Background: an optimization exercise with open tools, aiming at small area and a short achievable clock period. Do not read the settings as production practice. Only simulation tests tie the RTL to the original design; equivalence was not proved. Power is estimated from default activity; no workload was simulated.

## flow/run.sh

```bash
#!/bin/bash
set -euo pipefail
export BUFFER_PORTS_ARGS="-buffer_cell sky130_fd_sc_hd__buf_2"
export CTS_ARGS="-sink_clustering_enable -repair_clock_nets -dont_use_dummy_load -sink_clustering_size 26 -sink_clustering_max_diameter 100"
bash standard.sh finish > standard.log 2>&1
```

## standard.sh

```bash
#!/bin/bash
# synth_recipe.tcl (not shown) runs the flow's synth.tcl, then flattens the netlist and writes it again
# the make line also repeats each setting of config.mk as NAME=value (left out here)
make -C /OpenROAD-flow-scripts/flow DESIGN_CONFIG=/design/flow/config.mk WORK_HOME=/design/flow/orfs CLKGATE_MAP_FILE= SYNTH_SCRIPT=/design/flow/synth_recipe.tcl "${@:-finish}"
```

## config.mk

```make
export PLATFORM = sky130hd
export DESIGN_NAME = byte_ring_fifo_packet_admit_top
export DESIGN_NICKNAME = byte_ring_fifo_packet_admit_top
export VERILOG_FILES = /design/flow/design.v
export SDC_FILE = /design/flow/constraint.sdc
export NUM_CORES = 4
export LEC_CHECK = 0
export CAP_MARGIN = 20
export CORE_MARGIN = 2
export CORE_UTILIZATION = 55
export PLACE_DENSITY = 0.8
export SETUP_SLACK_MARGIN = 2.8
export SLEW_MARGIN = 20
export SYNTH_HIERARCHICAL = 1
export SYNTH_MINIMUM_KEEP_SIZE = 0
```

## constraint.sdc

```tcl
create_clock -name core_clock -period 5.5 [get_ports {clk_i}]
set_input_delay 1.1000 -clock core_clock [delete_from_list [all_inputs] [get_ports {clk_i}]]
set_output_delay 1.1000 -clock core_clock [all_outputs]
set_load 0.01 [all_outputs]
```

## design.v

```verilog
package brfpa_pkg;
  localparam int DATA_W = 8;
  localparam int LEN_W  = 11;
  localparam int FILL_W = 11;
  localparam int CL_W   = 4;
  localparam int ADDR_W = 3;
  localparam logic [CL_W-1:0] CAP_LOG2_RESET = 4'd10;
  localparam logic            REG_CAP_LOG2   = 1'b0;
  typedef enum logic [1:0] {
    KIND_WRITE  = 2'd0,
    KIND_READ   = 2'd1,
    KIND_FLUSH  = 2'd2,
    KIND_PACKET = 2'd3
  } kind_e;
  typedef enum logic [1:0] {
    ST_OK    = 2'd0,
    ST_FULL  = 2'd1,
    ST_EMPTY = 2'd2,
    ST_SEQ   = 2'd3
  } status_e;
  typedef struct packed {
    logic [1:0]       kind;
    logic [DATA_W-1:0] data_byte;
    logic             packet_first;
    logic [LEN_W-1:0] packet_length;
  } cmd_t;
  typedef struct packed {
    logic [1:0]        status;
    logic [DATA_W-1:0] read_data;
    logic [FILL_W-1:0] fill_level;
    logic [FILL_W-1:0] capacity;
    logic              packet_open;
  } result_t;
  typedef struct packed {
    logic push;
    logic pop;
    logic flush;
    logic load_rem;
    logic dec_rem;
    logic reserve;
  } dp_ctl_t;
  typedef struct packed {
    logic empty;
    logic write_room;
    logic pkt_fits;
    logic rem_is_one;
    logic len_is_zero;
    logic len_is_one;
  } dp_stat_t;
endpackage
module brfpa_hold (
  input  logic sh_i,
  input  logic q_i,
  input  logic en_i,
  input  logic en_ni,
  output logic d_o
);
  assign d_o = (sh_i & en_i) | (q_i & en_ni);
endmodule
module brfpa_aoi222 (
  input  logic [2:0] a_i,
  input  logic [2:0] s_i,
  output logic       y_no
);
  assign y_no = ~|(a_i & s_i);
endmodule
module brfpa_aoi22 (
  input  logic [1:0] a_i,
  input  logic [1:0] s_i,
  output logic       y_no
);
  assign y_no = ~|(a_i & s_i);
endmodule
module brfpa_nand #(parameter int W = 2) (
  input  logic [W-1:0] a_i,
  output logic         y_o
);
  assign y_o = ~&a_i;
endmodule
module brfpa_nor #(parameter int W = 2) (
  input  logic [W-1:0] a_i,
  output logic         y_o
);
  assign y_o = ~|a_i;
endmodule
module brfpa_dec16n (
  input  logic [3:0]  a_i,
  output logic [15:0] y_no
);
  for (genvar k = 0; k < 16; k++) begin : g_k
    assign y_no[k] = (a_i != 4'(k));
  end
endmodule
module brfpa_rdcol (
  input  logic [255:0] d_i,
  input  logic [255:0] s_i,
  output logic [2:0]   k_o
);
  logic [85:0] t_n;    
  logic [21:0] g;      
  logic [10:0] h_n;    
  for (genvar j = 0; j < 84; j++) begin : g_t3
    brfpa_aoi222 u_t (.a_i(d_i[3*j +: 3]), .s_i(s_i[3*j +: 3]), .y_no(t_n[j]));
  end
  for (genvar j = 0; j < 2; j++) begin : g_t2
    brfpa_aoi22 u_t (.a_i(d_i[252+2*j +: 2]), .s_i(s_i[252+2*j +: 2]), .y_no(t_n[84+j]));
  end
  for (genvar j = 0; j < 21; j++) begin : g_l2
    brfpa_nand #(.W(4)) u_g (.a_i(t_n[4*j +: 4]), .y_o(g[j]));
  end
  brfpa_nand #(.W(2)) u_g21 (.a_i(t_n[85:84]), .y_o(g[21]));
  for (genvar j = 0; j < 11; j++) begin : g_l3
    brfpa_nor #(.W(2)) u_h (.a_i(g[2*j +: 2]), .y_o(h_n[j]));
  end
  brfpa_nand #(.W(4)) u_k0 (.a_i(h_n[3:0]),  .y_o(k_o[0]));
  brfpa_nand #(.W(4)) u_k1 (.a_i(h_n[7:4]),  .y_o(k_o[1]));
  brfpa_nand #(.W(3)) u_k2 (.a_i(h_n[10:8]), .y_o(k_o[2]));
endmodule
module brfpa_inc #(parameter int W = 9) (
  input  logic [W-1:0] a_i,
  output logic [W-1:0] y_o
);
  assign y_o = a_i + W'(1);
endmodule
module brfpa_dec #(parameter int W = 9) (
  input  logic [W-1:0] a_i,
  output logic [W-1:0] y_o
);
  assign y_o = a_i - W'(1);
endmodule
module brfpa_dec2 #(parameter int W = 9) (
  input  logic [W-1:0] a_i,
  output logic [W-1:0] y_o
);
  assign y_o = a_i - W'(2);
endmodule
module brfpa_a21oi (
  input  logic a1_i,
  input  logic a2_i,
  input  logic b1_i,
  output logic y_no
);
  assign y_no = ~((a1_i & a2_i) | b1_i);
endmodule
import brfpa_pkg::*;
module byte_ring_fifo_packet_admit_top (
  input  logic                         clk_i,
  input  logic                         rst_ni,
  input  logic                         start,
  output logic                         busy,
  input  logic [21:0]                  cmd_i,
  output logic                         result_valid_o,
  output logic [32:0]                  result_o,
  input  logic                         psel,
  input  logic                         penable,
  input  logic                         pwrite,
  input  logic [brfpa_pkg::ADDR_W-1:0] paddr,
  input  logic [31:0]                  pwdata,
  output logic [31:0]                  prdata,
  output logic                         pready
);
  localparam int DEPTH = 256;
  logic [1:0]  kind;
  logic [7:0]  data;
  logic        first;
  logic [10:0] len;
  assign kind  = cmd_i[21:20];
  assign data  = cmd_i[19:12];
  assign first = cmd_i[11];
  assign len   = cmd_i[10:0];
  logic [3:0]  cap_log2_q;
  logic [8:0]  cap_q;             
  logic [8:0]  count_q;           
  logic        empty_q;           
  logic        wroom_q;           
  logic [8:0]  free_q;            
  logic [10:0] rp_q;              
  logic        adm_q, drp_q;      
  logic        open_q;            
  logic        valid_q;
  logic [1:0]  status_q;
  logic [7:0]  rd_q;              
  logic        we_q, we_nq;       
  logic [7:0]  wd_q;              
  logic        rbyp_q;            
  logic [15:0] hi_nq, lo_nq;      
  logic [7:0]  mem_q [DEPTH];
  logic clear;
  assign clear  = psel & penable & pwrite & ~paddr[2];
  assign pready = 1'b1;
  assign prdata = paddr[2] ? 32'd0 : {28'd0, cap_log2_q};
  function automatic logic [8:0] ring_size(input logic [3:0] cl);
    ring_size = cl[3] ? 9'd256 : (9'd1 << cl[2:0]);
  endfunction
  logic is_wr, is_rd, is_fl, is_pk;
  logic empty, wroom, fits, len_zero, len_one, rem_one;
  logic push, pop, pk_first, pk_next;
  logic [1:0] status_d;
  assign is_wr    = start & (kind == 2'd0);
  assign is_rd    = start & (kind == 2'd1);
  assign is_fl    = start & (kind == 2'd2);
  assign is_pk    = start & (kind == 2'd3);
  assign pk_first = is_pk & first;
  assign pk_next  = is_pk & ~first;
  assign empty    = empty_q;
  assign wroom    = wroom_q;
  assign fits     = (len[10:9] == 2'b00) & (len[8:0] <= free_q);
  assign len_zero = (len == 11'd0);
  assign len_one  = (len == 11'd1);
  assign rem_one  = (rp_q == 11'd2);
  assign push = (is_wr & wroom)
              | (pk_first & ~open_q & ~len_zero & fits)
              | (pk_next & adm_q);
  assign pop  = is_rd & ~empty;
  always_comb begin
    status_d = ST_OK;
    if (is_wr & ~wroom) status_d = ST_FULL;
    if (is_rd & empty)  status_d = ST_EMPTY;
    if (pk_first) begin
      if (open_q)                     status_d = ST_SEQ;
      else if (len_zero | ~fits)      status_d = ST_FULL;
    end
    if (pk_next) begin
      if (drp_q)                      status_d = ST_FULL;
      else if (~adm_q)                status_d = ST_SEQ;
    end
  end
  logic [8:0]  count_p1, count_m1, count_m2, free_p1, free_m1;
  logic [10:0] rp_m1;
  brfpa_inc  #(.W(9))  u_count_p1 (.a_i(count_q), .y_o(count_p1));
  brfpa_dec  #(.W(9))  u_count_m1 (.a_i(count_q), .y_o(count_m1));
  brfpa_dec2 #(.W(9))  u_count_m2 (.a_i(count_q), .y_o(count_m2));
  brfpa_inc  #(.W(9))  u_free_p1  (.a_i(free_q),  .y_o(free_p1));
  brfpa_dec  #(.W(9))  u_free_m1  (.a_i(free_q),  .y_o(free_m1));
  brfpa_dec  #(.W(11)) u_rp_m1    (.a_i(rp_q),    .y_o(rp_m1));
  logic adm_d, drp_d;
  always_comb begin
    adm_d = adm_q;
    drp_d = drp_q;
    if (pk_first & ~open_q & ~len_zero & ~len_one) begin
      adm_d = fits;
      drp_d = ~fits;
    end
    if (pk_next & rem_one) begin
      adm_d = 1'b0;
      drp_d = 1'b0;
    end
    if (clear) begin
      adm_d = 1'b0;
      drp_d = 1'b0;
    end
  end
  logic rp_le_free_p1, rp_lt_free, rp_le_cap, free_ne0, free_ne1, len_lt_free;
  logic wroom_d;
  assign rp_le_free_p1 = (rp_q[8:0] <= free_p1);
  assign rp_lt_free    = (rp_q[8:0] <  free_q);
  assign rp_le_cap     = (rp_q[8:0] <= cap_q);
  assign free_ne0      = (free_q != 9'd0);
  assign free_ne1      = (free_q != 9'd1);
  assign len_lt_free   = (len[8:0]  <  free_q);
  always_comb begin
    if (clear)               wroom_d = 1'b1;
    else if (!adm_d) begin
      if (is_fl)             wroom_d = 1'b1;
      else if (push)         wroom_d = free_ne1;
      else if (pop)          wroom_d = 1'b1;
      else                   wroom_d = free_ne0;
    end
    else if (!adm_q)         wroom_d = len_lt_free;
    else if (is_fl)          wroom_d = rp_le_cap;
    else if (is_wr & wroom)  wroom_d = rp_lt_free;
    else if (pop)            wroom_d = rp_le_free_p1;
    else                     wroom_d = wroom_q;
  end
  always_ff @(posedge clk_i or negedge rst_ni) begin
    if (!rst_ni) begin
      cap_log2_q <= 4'd10;
      cap_q      <= 9'd256;
      count_q    <= 9'd0;
      empty_q    <= 1'b1;
      wroom_q    <= 1'b1;
      free_q     <= 9'd256;
      adm_q      <= 1'b0;
      drp_q      <= 1'b0;
      open_q     <= 1'b0;
      valid_q    <= 1'b0;
    end else begin
      valid_q <= start;
      adm_q   <= adm_d;
      drp_q   <= drp_d;
      open_q  <= adm_d | drp_d;
      wroom_q <= wroom_d;
      if (clear | is_fl)  empty_q <= 1'b1;
      else if (push)      empty_q <= 1'b0;
      else if (pop)       empty_q <= (count_q == 9'd1);
      if (clear) begin
        cap_log2_q <= pwdata[3:0];
        cap_q      <= ring_size(pwdata[3:0]);
        count_q    <= 9'd0;
        free_q     <= ring_size(pwdata[3:0]);
      end else if (is_fl) begin
        count_q    <= 9'd0;
        free_q     <= cap_q;
      end else if (push) begin
        count_q    <= count_p1;
        free_q     <= free_m1;
      end else if (pop) begin
        count_q    <= count_m1;
        free_q     <= free_p1;
      end
    end
  end
  logic [7:0] rd_d;
  always_ff @(posedge clk_i) begin
    if (!open_q)      rp_q <= len;
    else if (pk_next) rp_q <= rp_m1;
    status_q <= status_d;
    we_q     <= push;
    we_nq    <= ~push;
    wd_q     <= data;
    rbyp_q   <= ridx_d[8];
    hi_nq    <= hi_n;
    lo_nq    <= lo_n;
    rd_q     <= rd_d;
  end
  logic [8:0]   ridx_d;
  logic [15:0]  hi_n, lo_n;
  logic [255:0] sel;
  assign ridx_d = pop ? count_m2 : count_m1;
  logic [15:0]  hi_dn;
  brfpa_dec16n u_dec_hi (.a_i(ridx_d[7:4]), .y_no(hi_dn));
  brfpa_dec16n u_dec_lo (.a_i(ridx_d[3:0]), .y_no(lo_n));
  assign hi_n = hi_dn | {16{ridx_d[8]}};
  for (genvar i = 0; i < DEPTH; i++) begin : g_sel
    brfpa_nor #(.W(2)) u_sel (.a_i({hi_nq[i/16], lo_nq[i%16]}), .y_o(sel[i]));
  end
  for (genvar b = 0; b < 8; b++) begin : g_rd
    logic [255:0] col;
    for (genvar i = 0; i < DEPTH; i++) begin : g_col
      assign col[i] = mem_q[i][b];
    end
    logic [2:0] k;
    logic       y_n, bw_n;
    brfpa_rdcol u_col (.d_i(col), .s_i(sel), .k_o(k));
    brfpa_nor #(.W(3)) u_y (.a_i(k), .y_o(y_n));
    assign bw_n = ~(rbyp_q & wd_q[b]);
    brfpa_a21oi u_rd (.a1_i(y_n), .a2_i(bw_n), .b1_i(~pop), .y_no(rd_d[b]));
  end
  logic [7:0] mem_d [DEPTH];
  for (genvar i = 0; i < DEPTH; i++) begin : g_ent
    logic [7:0] sh_in;
    if (i == 0) begin : g_first
      assign sh_in = wd_q;
    end else begin : g_next
      assign sh_in = mem_q[i-1];
    end
    for (genvar b = 0; b < 8; b++) begin : g_bit
      brfpa_hold u_h (.sh_i(sh_in[b]), .q_i(mem_q[i][b]), .en_i(we_q), .en_ni(we_nq),
                      .d_o(mem_d[i][b]));
    end
  end
  always_ff @(posedge clk_i) begin
    for (int i = 0; i < DEPTH; i++) mem_q[i] <= mem_d[i];
  end
  assign busy           = 1'b0;
  assign result_valid_o = valid_q;
  assign result_o       = {status_q, rd_q, 2'b00, count_q, 2'b00, cap_q, open_q};
endmodule
```

==> results.py, run 1 <==
metrics = {
    "route": {
        "route.layer.met1.wl_mm": 84.75,
        "drcViolationCount": 0,
        "wl_met3_mm": 15.95,
        "met2WireLength_mm": 85.55,
        "via_per_instance_ratio": 7.157,
        "firstDrtPassIters": 14,
        "detail_route.wl_per_cell_um": 23.99,
        "route.vias.total": 57510,
        "final_antenna_net_count": 0,
        "drt-initial-drc-count": 9903,
        "top_sig_layer": "met5",
        "postRouteWirelength_mm": 192.8,
    },
    "yosys": {
        "netlist_area_sq_um": 74710,
        "yosys.area.top_type": "dfxtp_1",
        "synth_enable_flop_cells": 11,
        "synthesis.instances": 5994,
        "synth_area_per_cell_sq_um": 12.46,
        "yosysWarningCount": 10,
        "ys_top_cells_by_area": "dfxtp_1 (56%), a22o_1 (24%), a222oi_1 (9.0%)",
        "seq_area_frac_synth_pct": 57.95,
        "async_flop_share_pct": 1.676,
        "prevailing_post_synth_register_cell": "dfxtp_1",
        "synth_largest_type_area_fraction_pct": 56.30,
        "synth.lib_cells_used.distinct": 80,
        "ys_ff_latch": 2148,
    },
    "sta": {
        "worst_slew_pin_slew_ns": 1.197,
        "report.final.slew_viol_count": 0,
        "finalHoldViolations": 0,
        "setup_viol": 0,
        "min_period_over_period_pct": 50.68,
        "timing.clock.skew_ns": 0.1047,
        "fmaxAchievable_mhz": 358.7,
        "fin_tns_setup_ns": 0,
        "rsz0062_at_grt": "true",
        "slew_headroom_pct": 20.17,
        "fin_worst_hold_slack_ns": 0.4282,
        "final.min_clock_period_ns": 2.788,
    },
    "cells_and_area": {
        "areaGrowthSynthToFinish_pct": 8.685,
        "final_core_util_pct": 60.09,
        "drive_above_1_share_pct": 7.466,
        "instances_no_fill": 8036,
        "most_frequent_standard_cell_in_the_layout_excluding_fill_and_tap_cells": "dfxtp_1",
        "final_design_area_no_fill_sq_um": 81200,
        "mostFrequentLayoutCells": "dfxtp_1 (2070), a22o_1 (2049), a222oi_1 (672)",
        "antenna-diode-count": 0,
        "nets": 6361,
        "filler_cell_count": 10710,
        "multi_input_comb_area_sq_um": 31220,
        "regArea_sq_um": 43400,
    },
    "grt": {
        "first_pass_grt_wire_length_mm": 302.4,
        "grt-ovfl-total": 0,
        "via_count_of_the_first_global_routing_pass": 53030,
        "grt_use_total_pct": 26.60,
        "grt_start_max_net_pins": 246,
        "antenna_found_initial": 3,
    },
    "setup_path": {
        "worstReg2RegStart": "lo_nq[15]",
        "critical_path.startpoint_type": "register",
        "path_common_cell": "nand4_1",
        "cp_cell_sequence": "buf_6 -> nor2_2 -> a222oi_1 -> nand4_1 -> nor2_4 -> nand4_1 -> nor3_4 -> a21oi_2",
        "timing.critical_path.slowest_stage_cell": "a222oi_1",
        "arrival_ns": 3.44,
        "path_max_fanout": 10,
        "cp_top_family": "simple AND/OR/NAND/NOR gates",
        "cp.required_ns": 6.15,
        "rr_worst_depth": 8,
        "critical_path_depth": 8,
        "timing.critical_path.buf_inv": 1,
        "ws_path_type": "register to register",
        "worstSetupStartpoint": "lo_nq[15]",
        "crit_path_end_kind": "register",
        "timing.critical_path.slowest_cell_delay_ns": 0.48,
    },
    "floorplan": {
        "placementRows": 135,
        "pin_count": 131,
        "core_sq_um": 135100,
        "floorplan_die_width_um": 372.6,
        "die-height_um": 372.6,
        "start_util_pct": 55.29,
        "area_of_the_die_sq_um": 138800,
    },
    "clock_network": {
        "cts_tree": "yes",
        "clock_latency_ns": 0.76,
        "cts_hold_buf": 0,
        "clock_tree.htree_level_count": 3,
        "tritoncts.num_buffers": 94,
        "number_of_sinks_driven_by_the_clock_tree": 2148,
        "clockRootBuffer": "clkbuf_16",
        "cts.reportedPaths.clkPinSlew_ns": 0.09,
        "cts_buffer_depth": 3,
    },
    "status": {
        "run_status": "complete, no violations",
    },
    "power_and_ir_drop": {
        "max_vdd_drop_mv": 0.2872,
        "p_clk_share_pct": 27.7,
        "p_sw_share_pct": 26.93,
        "power_per_cell_area_nw_per_um2": 340.5,
        "sequentialPowerShare_pct": 60.3,
        "power.share.combinational_pct": 12.0,
        "cellInternalPower_w": 0.02020,
        "switching_power_w": 0.007447,
        "static-leakage-power_nw": 29.76,
    },
    "worst_hold_path": {
        "timing.hold.worst.start": "cmd_i[13]",
        "min_path_type": "input pin to register",
        "min_delay_path_depth": 1,
    },
    "placed_design": {
        "placed_cell_area_sq_um": 77910,
        "dpl.hpwl_mm": 122.7,
        "globalplace.congestion": 0.8662,
        "placement.io_buffers": 66,
        "post-place-cells": 7895,
    },
    "run": {
        "timing.max_cap.violations": 0,
    },
}
[through the flow]
| stage | setup slack, ns | total power (W) |
|---|---|---|
| after floorplan | -5.607 | 0.01856 |
| after global placement | 1.897 | 0.01975 |
| after detailed placement | 1.835 | 0.01985 |
| after CTS | 2.782 | 0.02755 |
| after global routing | 2.747 | 0.02853 |
| final | 2.712 | 0.02765 |
[registers in the layout, summed over array words and instances (netlist names)]
| register | cells |
|---|---|
| mem_q | 2048 |
| hi_nq | 16 |
| lo_nq | 16 |
| rp_q | 11 |
| cap_q | 9 |
| count_q | 9 |
| free_q | 9 |
| rd_q | 8 |
| wd_q | 8 |
| cap_log2_q | 3 |
| status_q | 2 |
| adm_q | 1 |
| drp_q | 1 |
| empty_q | 1 |
| open_q | 1 |
| rbyp_q | 1 |
| valid_q | 1 |
| we_nq | 1 |
| we_q | 1 |
| wroom_q | 1 |
[final cells by class]
cell class | count | share of cell area, %
multi-input cells | 3771 | 38.45
well taps | 1781 | 2.744
inverters | 48 | 0.2250
flip-flops and latches | 2148 | 53.45
clock buffers | 94 | 2.897
repair buffers | 194 | 2.239
[final timing paths]
check                           endpoint  slack, ns
max reg2reg                      rd_q[5]       2.71
max in group asynchronous      free_q[0]       4.38
min reg2reg                cap_log2_q[1]       0.47
min                              wd_q[1]       0.43
max                              rd_q[5]       2.71
min in group asynchronous     count_q[0]       0.51
[Yosys stat by module, one instance, submodules excluded, a selection]
module | cells inside | flops+latches | area, sq um
brfpa_hold | 1 | 0 | 8.758
brfpa_a21oi | 1 | 0 | 8.758
brfpa_aoi22 | 1 | 0 | 12.51
brfpa_aoi222 | 1 | 0 | 10.01
brfpa_dec16n | 20 | 0 | 186.4
byte_ring_fifo_packet_admit_top | 2534 | 2148 | 45900
[power groups by stage]
stage | Sequential, W | Combinational (W) | Clock, W
detailed placement | 0.0172 | 0.00268 | 0
finish | 0.0167 | 0.00332 | 0.00765
global route | 0.0167 | 0.00349 | 0.00830
CTS | 0.0167 | 0.00309 | 0.00778
floorplan | 0.0171 | 0.00142 | 0
global placement | 0.0172 | 0.00259 | 0
[per-layer routing]
| metal | up-vias | global-route usage [%] |
|---|---|---|
| met4 | 2 | 8.750 |
| met1 | 28600 | 38.65 |
| met5 | - | 0 |
| met3 | 349 | 4.612 |
| li1 | 26240 | - |
| met2 | 2322 | 40.01 |
[cells in the mapped netlist, types with 12 or more instances]
library cell  number
clkbuf_1          12
nand4bb_1         13
a211oi_1          12
nand2b_1          19
nand3_1           15
a222oi_1         672
a22o_1          2049
nor3_2            14
ha_1              41
dfxtp_1         2101
nand2_1           72
xnor2_1           14
dfrtp_1           31
a21oi_1           22
buf_4             37
a22oi_2           16
xor2_1            26
nor2_1           382
nand4_1          192
inv_1             46
[what timing repair did]
item,4_1_cts,5_1_grt
setup endpoints to repair,45,26
buffers inserted,34,12
pin swaps,22,39
resized for setup,99,42
[cells by family (layout without fill, tap and decap cells)]
family | count (synthesis) | in the layout | synth area share, %
adder cells (fa/ha/maj) | 41 | 41 | 0.6866
XOR/XNOR | 40 | 40 | 0.4689
AO/OA/AOI/OAI | 2847 | 2847 | 34.37
multiplexers | 21 | 21 | 0.2981
buffers and inverters | 107 | 336 | 0.7553
AND/OR/NAND/NOR | 788 | 788 | 5.454
other | 2 | 34 | 0.01005
flip-flops | 2148 | 2148 | 57.95
==> inputs of run 2 (changes only) <==
--- a/config.mk
+++ b/config.mk
@@ -9,7 +9,7 @@
 export CORE_MARGIN = 2
 export CORE_UTILIZATION = 55
 export PLACE_DENSITY = 0.8
-export SETUP_SLACK_MARGIN = 2.8
+export SETUP_SLACK_MARGIN = 2.95
 export SLEW_MARGIN = 20
 export SYNTH_HIERARCHICAL = 1
 export SYNTH_MINIMUM_KEEP_SIZE = 0
==> run 2 against run 1 <==
- clock skew grew 0.0018 ns
- non-clock buffer count grew 63
- sequential power is essentially flat
- area after synthesis is the same
- die area is the same
- core utilization grew 0.81 points
- design area grew 1.3%
- via count grew 0.83%
- fmax grew 7.0%
- synthesized cell count is the same
- global-route usage grew 0.20 points
==> results.py, run 2 <==
metrics = {
    "status": {
        "run_status": "complete, no violations",
    },
    "route": {
        "via_per_instance_ratio": 7.159,
        "firstDrtPassIters": 12,
        "drt-initial-drc-count": 9782,
        "drcViolationCount": 0,
        "detail_route.wl_per_cell_um": 24.10,
        "route.vias.total": 57990,
        "final_antenna_net_count": 0,
        "postRouteWirelength_mm": 195.2,
    },
    "clock_network": {
        "clock_latency_ns": 0.77,
        "clockRootBuffer": "clkbuf_16",
        "cts_tree": "yes",
        "clock_tree.htree_level_count": 3,
        "cts.reportedPaths.clkPinSlew_ns": 0.09,
        "number_of_sinks_driven_by_the_clock_tree": 2148,
        "tritoncts.num_buffers": 94,
        "cts_buffer_depth": 3,
    },
    "sta": {
        "report.final.slew_viol_count": 0,
        "min_period_over_period_pct": 47.38,
        "rsz0062_at_grt": "true",
        "finalHoldViolations": 0,
        "fmaxAchievable_mhz": 383.7,
        "timing.clock.skew_ns": 0.1065,
        "final.min_clock_period_ns": 2.606,
        "fin_tns_setup_ns": 0,
        "fin_ws_ns": 2.894,
        "setup_viol": 0,
        "worst_slew_pin_slew_ns": 1.136,
        "slew_headroom_pct": 24.26,
    },
    "yosys": {
        "synthesis.instances": 5994,
        "netlist_top_cells_count": "dfxtp_1 (2101), a22o_1 (2049), a222oi_1 (672), nor2_1 (382), nand4_1 (192)",
        "yosys.area.top_type": "dfxtp_1",
        "synth_area_per_cell_sq_um": 12.46,
        "ys_ff_latch": 2148,
        "async_flop_share_pct": 1.676,
        "ys_top_cells_by_area": "dfxtp_1 (56%), a22o_1 (24%), a222oi_1 (9.0%)",
        "synth_largest_type_area_fraction_pct": 56.30,
        "seq_area_frac_synth_pct": 57.95,
        "synth_enable_flop_cells": 11,
        "prevailing_post_synth_register_cell": "dfxtp_1",
        "post-synth-top-count-cell": "dfxtp_1",
        "synth.lib_cells_used.distinct": 80,
        "yosysWarningCount": 10,
        "netlist_area_sq_um": 74710,
    },
    "cells_and_area": {
        "top_regs": "mem_q: 2048 flops, hi_nq: 16 flops, lo_nq: 16 flops",
        "drive_above_1_share_pct": 9.592,
        "areaGrowthSynthToFinish_pct": 10.15,
        "most_frequent_standard_cell_in_the_layout_excluding_fill_and_tap_cells": "dfxtp_1",
        "largest_register_ff_count": 2048,
        "nets": 6424,
        "largest_register_by_flop_count": "mem_q",
        "final_core_util_pct": 60.90,
        "mostFrequentLayoutCells": "dfxtp_1 (2065), a22o_1 (2049), a222oi_1 (672)",
    },
    "placed_design": {
        "placement.io_buffers": 66,
        "detailedPlace.worstSlack_ns": 1.835,
        "dpl.hpwl_mm": 122.7,
        "globalplace.congestion": 0.8662,
    },
    "grt": {
        "grt-ovfl-total": 0,
        "first_pass_grt_wire_length_mm": 304.4,
        "via_count_of_the_first_global_routing_pass": 53350,
        "grt_use_total_pct": 26.79,
        "antenna_found_initial": 1,
        "grt_start_max_net_pins": 246,
    },
    "run": {
        "timing.max_cap.violations": 0,
    },
    "setup_path": {
        "arrival_ns": 3.26,
        "cp_top_family": "simple AND/OR/NAND/NOR gates",
        "ws_path_type": "register to register",
        "cp_cell_sequence": "buf_12 -> nor2_4 -> a222oi_1 -> nand4_1 -> nor2_4 -> nand4_1 -> nor3_4 -> a21oi_2",
        "timing.critical_path.slowest_cell_delay_ns": 0.47,
        "crit_path_end_kind": "register",
        "timing.critical_path.buf_inv": 1,
        "timing.critical_path.slowest_stage_cell": "nand4_1",
        "critical_path.startpoint_type": "register",
        "cp.required_ns": 6.16,
        "path_max_fanout": 8,
    },
    "floorplan": {
        "placementRows": 135,
        "pin_count": 131,
        "core_sq_um": 135100,
        "die-height_um": 372.6,
        "area_of_the_die_sq_um": 138800,
        "floorplan_die_width_um": 372.6,
        "start_util_pct": 55.29,
    },
    "worst_hold_path": {
        "min_path_type": "input pin to register",
    },
    "power_and_ir_drop": {
        "power_per_cell_area_nw_per_um2": 341.7,
        "static-leakage-power_nw": 30.23,
        "max_vdd_drop_mv": 0.2876,
        "report.power.total_w": 0.02812,
    },
}
-- run 2: changes by cell type in the layout (fill, tap and decap cells not counted), moves of 5 or more --
| cell | delta |
|---|---|
| nand2_4 | +5 |
| nor2_2 | +49 |
| buf_6 | +6 |
| nor2_4 | +14 |
| nor2_1 | -63 |
| buf_12 | +16 |
| buf_4 | +37 |
| dfxtp_1 | -5 |
| dfxtp_4 | +8 |
-- run 2: per-module statistics from Yosys (local to each module, per instance), a selection --
module | copies in the design | flops+latches | cell area, sq um
brfpa_aoi222 | 672 | 0 | 10.01
brfpa_aoi22 | 16 | 0 | 12.51
brfpa_a21oi | 8 | 0 | 8.758
brfpa_dec16n | 2 | 0 | 186.4
byte_ring_fifo_packet_admit_top | 1 | 2148 | 45900
brfpa_hold | 2048 | 0 | 8.758
-- run 2: area by class of cell --
class / count / area (sq um)
tap: 1781 / 2228
inverter: 48 / 185.2
multi-input combinational: 3771 / 31530
clock buffer: 94 / 2352
timing repair buffer: 257 / 2566
antenna: 1 / 2.502
fill: 10540 / 52830
sequential: 2148 / 43430
-- run 2: kinds of logic after synthesis --
logic type | count (synthesis) | synth area share [%]
AO/OA/AOI/OAI | 2847 | 34.37
XOR/XNOR | 40 | 0.4689
adder cells (fa/ha/maj) | 41 | 0.6866
buffers and inverters | 107 | 0.7553
flip-flops | 2148 | 57.95
multiplexers | 21 | 0.2981
other | 2 | 0.01005
AND/OR/NAND/NOR | 788 | 5.454
-- run 2: final timing paths --
path                       slack (ns)  cells past startpoint      endpoint          from
setup / recovery                 2.89                      8       rd_q[5]     lo_nq[14]
hold / removal                   0.43                      1       wd_q[1]     cmd_i[13]
setup reg to reg                 2.89                      8       rd_q[5]     lo_nq[14]
hold reg to reg                  0.47                      1  mem_q[41][7]  mem_q[40][7]
max in group asynchronous        4.37                      1    count_q[3]        rst_ni
min in group asynchronous        0.51                      1    count_q[0]        rst_ni
-- run 2: metal layers --
metal / up-vias / wire, um / GRT usage [%]
met5: - / 0 / 0
met4: 0 / 6285 / 8.812
met3: 362 / 16600 / 4.875
met2: 2504 / 86950 / 40.28
met1: 28750 / 85380 / 38.82
li1: 26370 / - / -
-- run 2: stage by stage --
step | cells | cell area [sq um] | hold WS, ns
floorplan | 6026 | 74840 | 0.4360
global placement | 7895 | 77910 | 0.4532
detailed placement | 7895 | 77910 | 0.4619
CTS | 8053 | 81420 | 0.3777
global route | 8099 | 82290 | 0.3968
finish | 8100 | 82300 | 0.4263
-- run 2: worst register-to-register path: stages (launching register included) --
cell and delay [ns]:
dfxtp_4 0.46, buf_12 0.22, nor2_4 0.09, a222oi_1 0.34, nand4_1 0.29, nor2_4 0.22, nand4_1 0.47, nor3_4 0.40
a21oi_2 0.08
-- run 2: repair_timing --
item / CTS / global route
hold buffers: 0 / 0
resized for setup: 162 / 119
setup buffers: 64 / 43
endpoints found under the setup margin: 69 / 51
pin swaps: 44 / 77
gates cloned: 0 / 2
hold endpoints to repair: 0 / 0
-- run 2: power breakdown --
group / switching, W / internal (W) / total, W
combinational: 0.00242 / 0.00145 / 0.00387
sequential: 0.000614 / 0.0160 / 0.0166
clock: 0.00459 / 0.00306 / 0.00765

[separate check: timing with driven ports]
In the flow no input, the clock included, has a driving cell. The finished layouts below were timed again as built, in two steps.
Step 1, drivers: a clkbuf_16 drives clk_i and a buf_2 each remaining input, both assumed.
Step 2 also shifts input and output timing later by t, the mid clock arrival at the registers, as if the neighbouring blocks saw the same clock.
Three values: no drivers, after step 1, after step 2; two values: the first two.
run | t, ns | setup slack, ns | worst setup path at the end
run 1 | 0.796 | 2.712 / 2.712 / 2.167 | input to register
run 2 | 0.796 | 2.894 / 2.836 / 2.322 | input to register
After both steps setup and hold are still met in every run listed. For run 2, which loses most, drivers alone change the setup slack by -0.058 ns; drivers and shift together by -0.572 ns.
